From an optimization exercise on the open Yosys and OpenROAD flow, aimed at a short achievable clock period and few clock cycles; shortcuts taken in it are not production practice.
In this exercise RTL edits were held to simulation tests only and were not proved equivalent to the original.
No activity file was given, so power comes from the tool's default toggle rates.

==> 10-09: inputs <==
==> flow/design.v <==
`timescale 1ns/1ps
module cpu16 (
    input  logic        clk,
    input  logic        rst_n,
    input  logic [15:0] instr,
    output logic [15:0] pc,
    output logic        wb_valid,
    output logic [3:0]  wb_addr,
    output logic [15:0] wb_data
);
    logic [3:0] f_op, f_rd, f_rs, f_rt;
    assign f_op = instr[15:12];
    assign f_rd = instr[11:8];
    assign f_rs = instr[7:4];
    assign f_rt = instr[3:0];
    logic f_wr, f_rtype, f_br, f_jmp, f_zext, f_imm;
    logic f_sel_add, f_sel_sub, f_sel_nand, f_sel_or, f_sel_sh;
    always_comb begin
        f_wr       = 1'b0;
        f_rtype    = 1'b0;
        f_br       = 1'b0;
        f_jmp      = 1'b0;
        f_zext     = 1'b0;
        f_imm      = 1'b0;
        f_sel_add  = 1'b0;
        f_sel_sub  = 1'b0;
        f_sel_nand = 1'b0;
        f_sel_or   = 1'b0;
        f_sel_sh   = 1'b0;
        case (f_op)
            4'd0:  begin f_wr = 1'b1; f_sel_sh = 1'b1; end
            4'd3:  f_jmp = 1'b1;
            4'd4, 4'd5: begin f_br = 1'b1; f_rtype = 1'b1; end
            4'd6:  begin f_wr = 1'b1; f_imm = 1'b1; f_sel_or = 1'b1; end
            4'd7:  begin f_wr = 1'b1; f_imm = 1'b1; f_sel_nand = 1'b1; end
            4'd8:  begin f_wr = 1'b1; f_rtype = 1'b1; f_sel_add = 1'b1; end
            4'd9:  begin f_wr = 1'b1; f_imm = 1'b1; f_sel_add = 1'b1; end
            4'd10: begin f_wr = 1'b1; f_imm = 1'b1; f_zext = 1'b1; f_sel_add = 1'b1; end
            4'd11: begin f_wr = 1'b1; f_rtype = 1'b1; f_sel_nand = 1'b1; end
            4'd12: begin f_wr = 1'b1; f_rtype = 1'b1; f_sel_sub = 1'b1; end
            4'd13: begin f_wr = 1'b1; f_imm = 1'b1; f_sel_sub = 1'b1; end
            4'd14: begin f_wr = 1'b1; f_imm = 1'b1; f_zext = 1'b1; f_sel_sub = 1'b1; end
            4'd15: begin f_wr = 1'b1; f_rtype = 1'b1; f_sel_or = 1'b1; end
            default: ;
        endcase
    end
    logic [15:0] regs [1:15];
    logic        e_valid;
    logic        e_wrnz;      
    logic        e_wr;
    logic        e_br, e_bne, e_jmp, e_pt;
    logic        e_sel_add, e_sel_sub, e_sel_nand, e_sel_or, e_sel_sh;
    logic [3:0]  e_rd;
    logic [3:0]  e_sh_amt;
    logic        e_sh_left, e_sh_arith;
    logic [15:0] e_a, e_b, e_d;
    logic [15:0] e_pc2;
    logic [15:0] sum, diff, res_nand, res_or, res_sh, alu_res;
    logic [31:0] sh_r;
    logic        eq, taken, redirect;
    logic [15:0] target;
    assign sum      = e_a + e_b;
    assign diff     = e_a - e_b;
    assign res_nand = ~(e_a & e_b);
    assign res_or   = e_a | e_b;
    assign sh_r     = {{16{e_sh_arith & e_a[15]}}, e_a} >> e_sh_amt;
    assign res_sh   = e_sh_left ? (e_a << e_sh_amt) : sh_r[15:0];
    assign alu_res  = ({16{e_sel_add}}  & sum)
                    | ({16{e_sel_sub}}  & diff)
                    | ({16{e_sel_nand}} & res_nand)
                    | ({16{e_sel_or}}   & res_or)
                    | ({16{e_sel_sh}}   & res_sh);
    assign eq       = (e_a == e_b);
    assign taken    = e_br & (eq ^ e_bne);
    assign redirect = e_valid & (e_jmp | (taken ^ e_pt));
    assign target   = e_jmp ? (pc + e_b) : taken ? e_d : e_pc2;
    logic [15:0] vr [16];
    always_comb begin
        vr[0] = 16'd0;
        for (int i = 1; i < 16; i++) vr[i] = regs[i];
    end
    logic fwd_a, fwd_b, fwd_d;
    assign fwd_d = e_wrnz && e_rd == f_rd;
    assign fwd_a = e_wrnz && (f_rtype ? e_rd == f_rs : e_rd == f_rd);
    assign fwd_b = e_wrnz && e_rd == f_rt;
    logic        sa_s, sa_d, sb_r, sb_i;
    logic [15:0] f_a, f_b, f_d, f_imm16, rv_s, rv_t, rv_d;
    assign rv_s    = vr[f_rs];
    assign rv_t    = vr[f_rt];
    assign rv_d    = vr[f_rd];
    assign f_imm16 = f_jmp ? {4'd0, instr[11:0]} : {(f_zext ? 8'd0 : {8{instr[7]}}), instr[7:0]};
    assign sa_s    = !fwd_a && f_rtype;
    assign sa_d    = !fwd_a && !f_rtype;
    assign sb_i    = f_imm || f_jmp;
    assign sb_r    = !fwd_b && !sb_i;
    assign f_d = ({16{fwd_d}} & alu_res) | ({16{!fwd_d}} & rv_d);
    assign f_a = ({16{fwd_a}} & alu_res) | ({16{sa_s}} & rv_s) | ({16{sa_d}} & rv_d);
    assign f_b = ({16{fwd_b && !sb_i}} & alu_res) | ({16{sb_r}} & rv_t) | ({16{sb_i}} & f_imm16);
    logic        f_pt;
    logic [15:0] pc2;
    assign f_pt = f_br & ((f_rs == f_rt) ^ f_op[0]);
    assign pc2  = pc + 16'd2;
    always_ff @(posedge clk or negedge rst_n) begin
        if (!rst_n) begin
            pc       <= 16'd0;
            e_valid  <= 1'b0;
            e_wrnz   <= 1'b0;
            wb_valid <= 1'b0;
        end else begin
            pc       <= redirect ? target : f_pt ? f_d : pc2;
            e_valid  <= !redirect;
            e_wrnz   <= !redirect && f_wr && (f_rd != 4'd0);
            wb_valid <= e_valid && e_wr;
        end
    end
    always_ff @(posedge clk) begin
        e_wr       <= f_wr;
        e_br       <= f_br;
        e_bne      <= f_op[0];
        e_jmp      <= f_jmp;
        e_pt       <= f_pt;
        e_sel_add  <= f_sel_add;
        e_sel_sub  <= f_sel_sub;
        e_sel_nand <= f_sel_nand;
        e_sel_or   <= f_sel_or;
        e_sel_sh   <= f_sel_sh;
        e_rd       <= f_rd;
        e_sh_amt   <= f_rs;
        e_sh_left  <= !f_rt[1];
        e_sh_arith <= f_rt[1] & f_rt[0];
        e_a        <= f_a;
        e_b        <= f_b;
        e_d        <= f_d;
        e_pc2      <= pc2;
        wb_addr    <= e_rd;
        wb_data    <= alu_res;
        if (e_wrnz) regs[e_rd] <= alu_res;
    end
endmodule
==> flow/run.sh <==
#!/bin/bash
# synth_recipe.tcl (not shown) runs the flow's synth.tcl, then flattens the netlist and writes it again
# the make line also repeats each setting of config.mk as NAME=value (left out here)
make -C /OpenROAD-flow-scripts/flow DESIGN_CONFIG=/design/flow/config.mk WORK_HOME=/design/flow/orfs CLKGATE_MAP_FILE= SYNTH_SCRIPT=/design/flow/synth_recipe.tcl finish
==> flow/config.mk <==
export PLATFORM = sky130hd
export DESIGN_NAME = cpu16
export DESIGN_NICKNAME = cpu16
export VERILOG_FILES = /design/flow/design.v
export SDC_FILE = /design/flow/constraint.sdc
export NUM_CORES = 4
export LEC_CHECK = 0
export ABC_CLOCK_PERIOD_IN_PS = 2500
export CAP_MARGIN = 20
export CORE_MARGIN = 2
export CORE_UTILIZATION = 40
export SETUP_SLACK_MARGIN = 5
export SLEW_MARGIN = 20
==> flow/constraint.sdc <==
create_clock -name core_clock -period 7.5 [get_ports {clk}]
set_input_delay 1.5000 -clock core_clock [delete_from_list [all_inputs] [get_ports {clk}]]
set_output_delay 1.5000 -clock core_clock [all_outputs]
set_load 0.01 [all_outputs]
==> inputs of 09-03, as changes to 10-09 <==
==> flow/design.v, changed modules only <==
module cpu16 (
    input  logic        clk,
    input  logic        rst_n,
    input  logic [15:0] instr,
    output logic [15:0] pc,
    output logic        wb_valid,
    output logic [3:0]  wb_addr,
    output logic [15:0] wb_data
);
    logic [3:0] f_op, f_rd, f_rs, f_rt;
    assign f_op = instr[15:12];
    assign f_rd = instr[11:8];
    assign f_rs = instr[7:4];
    assign f_rt = instr[3:0];
    logic f_wr, f_rtype, f_br, f_jmp, f_inv, f_zext, f_imm;
    logic f_sel_add, f_sel_nand, f_sel_or, f_sel_sh;
    always_comb begin
        f_wr       = 1'b0;
        f_rtype    = 1'b0;
        f_br       = 1'b0;
        f_jmp      = 1'b0;
        f_inv      = 1'b0;
        f_zext     = 1'b0;
        f_imm      = 1'b0;
        f_sel_add  = 1'b0;
        f_sel_nand = 1'b0;
        f_sel_or   = 1'b0;
        f_sel_sh   = 1'b0;
        case (f_op)
            4'd0:  begin f_wr = 1'b1; f_sel_sh = 1'b1; end
            4'd3:  f_jmp = 1'b1;
            4'd4, 4'd5: begin f_br = 1'b1; f_rtype = 1'b1; end
            4'd6:  begin f_wr = 1'b1; f_imm = 1'b1; f_sel_or = 1'b1; end
            4'd7:  begin f_wr = 1'b1; f_imm = 1'b1; f_sel_nand = 1'b1; end
            4'd8:  begin f_wr = 1'b1; f_rtype = 1'b1; f_sel_add = 1'b1; end
            4'd9:  begin f_wr = 1'b1; f_imm = 1'b1; f_sel_add = 1'b1; end
            4'd10: begin f_wr = 1'b1; f_imm = 1'b1; f_zext = 1'b1; f_sel_add = 1'b1; end
            4'd11: begin f_wr = 1'b1; f_rtype = 1'b1; f_sel_nand = 1'b1; end
            4'd12: begin f_wr = 1'b1; f_rtype = 1'b1; f_inv = 1'b1; f_sel_add = 1'b1; end
            4'd13: begin f_wr = 1'b1; f_imm = 1'b1; f_inv = 1'b1; f_sel_add = 1'b1; end
            4'd14: begin f_wr = 1'b1; f_imm = 1'b1; f_zext = 1'b1; f_inv = 1'b1; f_sel_add = 1'b1; end
            4'd15: begin f_wr = 1'b1; f_rtype = 1'b1; f_sel_or = 1'b1; end
            default: ;
        endcase
    end
    logic [15:0] regs [1:15];
    logic        e_valid;
    logic        e_wrnz;      
    logic        e_wr;
    logic        e_br, e_bne, e_jmp;
    logic        e_cin;
    logic        e_sel_add, e_sel_nand, e_sel_or, e_sel_sh;
    logic [3:0]  e_rd;
    logic [3:0]  e_sh_amt;
    logic        e_sh_left, e_sh_arith;
    logic [15:0] e_a, e_b, e_d;
    logic [15:0] sum, res_nand, res_or, res_sh, alu_res;
    logic [31:0] sh_r;
    logic        eq, taken, redirect;
    logic [15:0] target;
    assign sum      = e_a + e_b + {15'd0, e_cin};
    assign res_nand = ~(e_a & e_b);
    assign res_or   = e_a | e_b;
    assign sh_r     = {{16{e_sh_arith & e_a[15]}}, e_a} >> e_sh_amt;
    assign res_sh   = e_sh_left ? (e_a << e_sh_amt) : sh_r[15:0];
    assign alu_res  = ({16{e_sel_add}}  & sum)
                    | ({16{e_sel_nand}} & res_nand)
                    | ({16{e_sel_or}}   & res_or)
                    | ({16{e_sel_sh}}   & res_sh);
    assign eq       = (e_a == e_b);
    assign taken    = e_br & (eq ^ e_bne);
    assign redirect = e_valid & (taken | e_jmp);
    assign target   = e_jmp ? (pc + e_b) : e_d;
    function automatic logic [15:0] rd_reg(input logic [3:0] x);
        rd_reg = (x == 4'd0) ? 16'd0 : regs[x];
    endfunction
    logic [15:0] r_rs, r_rt, r_rd;
    always_comb begin
        r_rs = (e_wrnz && e_rd == f_rs) ? alu_res : rd_reg(f_rs);
        r_rt = (e_wrnz && e_rd == f_rt) ? alu_res : rd_reg(f_rt);
        r_rd = (e_wrnz && e_rd == f_rd) ? alu_res : rd_reg(f_rd);
    end
    logic [15:0] imm8;
    assign imm8 = {(f_zext ? 8'd0 : {8{instr[7]}}), instr[7:0]};
    logic [15:0] f_a, f_b;
    always_comb begin
        f_a = f_rtype ? r_rs : r_rd;
        if (f_jmp)       f_b = {4'd0, instr[11:0]};
        else if (f_imm)  f_b = imm8 ^ {16{f_inv}};
        else             f_b = r_rt ^ {16{f_inv}};
    end
    always_ff @(posedge clk or negedge rst_n) begin
        if (!rst_n) begin
            pc       <= 16'd0;
            e_valid  <= 1'b0;
            e_wrnz   <= 1'b0;
            wb_valid <= 1'b0;
        end else begin
            pc       <= redirect ? target : pc + 16'd2;
            e_valid  <= !redirect;
            e_wrnz   <= !redirect && f_wr && (f_rd != 4'd0);
            wb_valid <= e_valid && e_wr;
        end
    end
    always_ff @(posedge clk) begin
        e_wr       <= f_wr;
        e_br       <= f_br;
        e_bne      <= f_op[0];
        e_jmp      <= f_jmp;
        e_cin      <= f_inv;
        e_sel_add  <= f_sel_add;
        e_sel_nand <= f_sel_nand;
        e_sel_or   <= f_sel_or;
        e_sel_sh   <= f_sel_sh;
        e_rd       <= f_rd;
        e_sh_amt   <= f_rs;
        e_sh_left  <= !f_rt[1];
        e_sh_arith <= f_rt[1] & f_rt[0];
        e_a        <= f_a;
        e_b        <= f_b;
        e_d        <= r_rd;
        wb_addr    <= e_rd;
        wb_data    <= alu_res;
        if (e_wrnz) regs[e_rd] <= alu_res;
    end
endmodule
==> qor summary <==
Outcome: 09-03 timing/DRC/antenna clean; 10-09 timing/DRC/antenna clean
Pwr Density: 09-03 261 nW/um2; 10-09 254 nW/um2
Signed area change from the synthesized netlist to the final layout: 09-03 36.8%; 10-09 56.0%
Clock-cell share of area: 09-03 0.0492; 10-09 0.0415
Worst Skew: 09-03 25.3 ps; 10-09 37.8 ps
Post-synthesis mux area share: 09-03 0.268; 10-09 0.0591
Multi-input gate area: 09-03 12000 um2; 10-09 12800 um2
Met1 wire length: 09-03 28.4 mm; 10-09 37.5 mm
Chip height: 09-03 232 um; 10-09 231 um
Met1 demand-to-capacity share in global routing: 09-03 0.353; 10-09 0.467
Pin slew with the least headroom to its limit: 09-03 984 ps; 10-09 1080 ps
Switching share of total power: 09-03 0.333; 10-09 0.365
Fin crit share: 09-03 0.405; 10-09 0.436
Internal power: 09-03 4.96 mW; 10-09 5.19 mW
CP Launch Point: 09-03 e_a[4]; 10-09 instr[8]
Met3 track utilization from global routing: 09-03 0.0659; 10-09 0.168
Die Footprint: 09-03 53800 um2; 10-09 53300 um2
Total wirelength of the detailed-routed design: 09-03 79.8 mm; 10-09 116 mm
Iteration count of the initial detailed-routing pass: 09-03 6; 10-09 16
Count of inverters not on the clock network in the layout: 09-03 70; 10-09 95
Testbench counts of 10-09, summed over its fixed seeds: cycles 28,391.
Testbench counts of 09-03, summed over its fixed seeds: cycles 29,555.

static timing again, ports no longer ideal:
No port has a modelled driver above. Below, the same layouts with a new extraction and two added sets of constraints.
Step 1 sets driving cells, clkbuf_16 on the clock port and buf_2 on the other inputs (assumed; they add their load-dependent delay and slew).
Step 2 also shifts input and output timing later by t, the mid clock arrival at the registers, as if the neighbouring blocks saw the same clock.
Three values: ideal ports, drivers, drivers and shift; two values: the first two.
run	t (ns)	slack for setup (ns)	worst setup path at the end	latest minus earliest clock arrival (ns)	worst register clock-pin slew, ns
10-09	0.623	4.233 / 4.246 / 3.623	input to register	0.038 / 0.039	0.08 / 0.08
09-03	0.629	4.461 / 4.044 / 3.416	input to register	0.025 / 0.025	0.07 / 0.07
After both steps every run listed still meets setup and hold. For 09-03, which loses most, drivers alone change the setup slack by -0.417 ns; drivers and shift together by -1.045 ns.
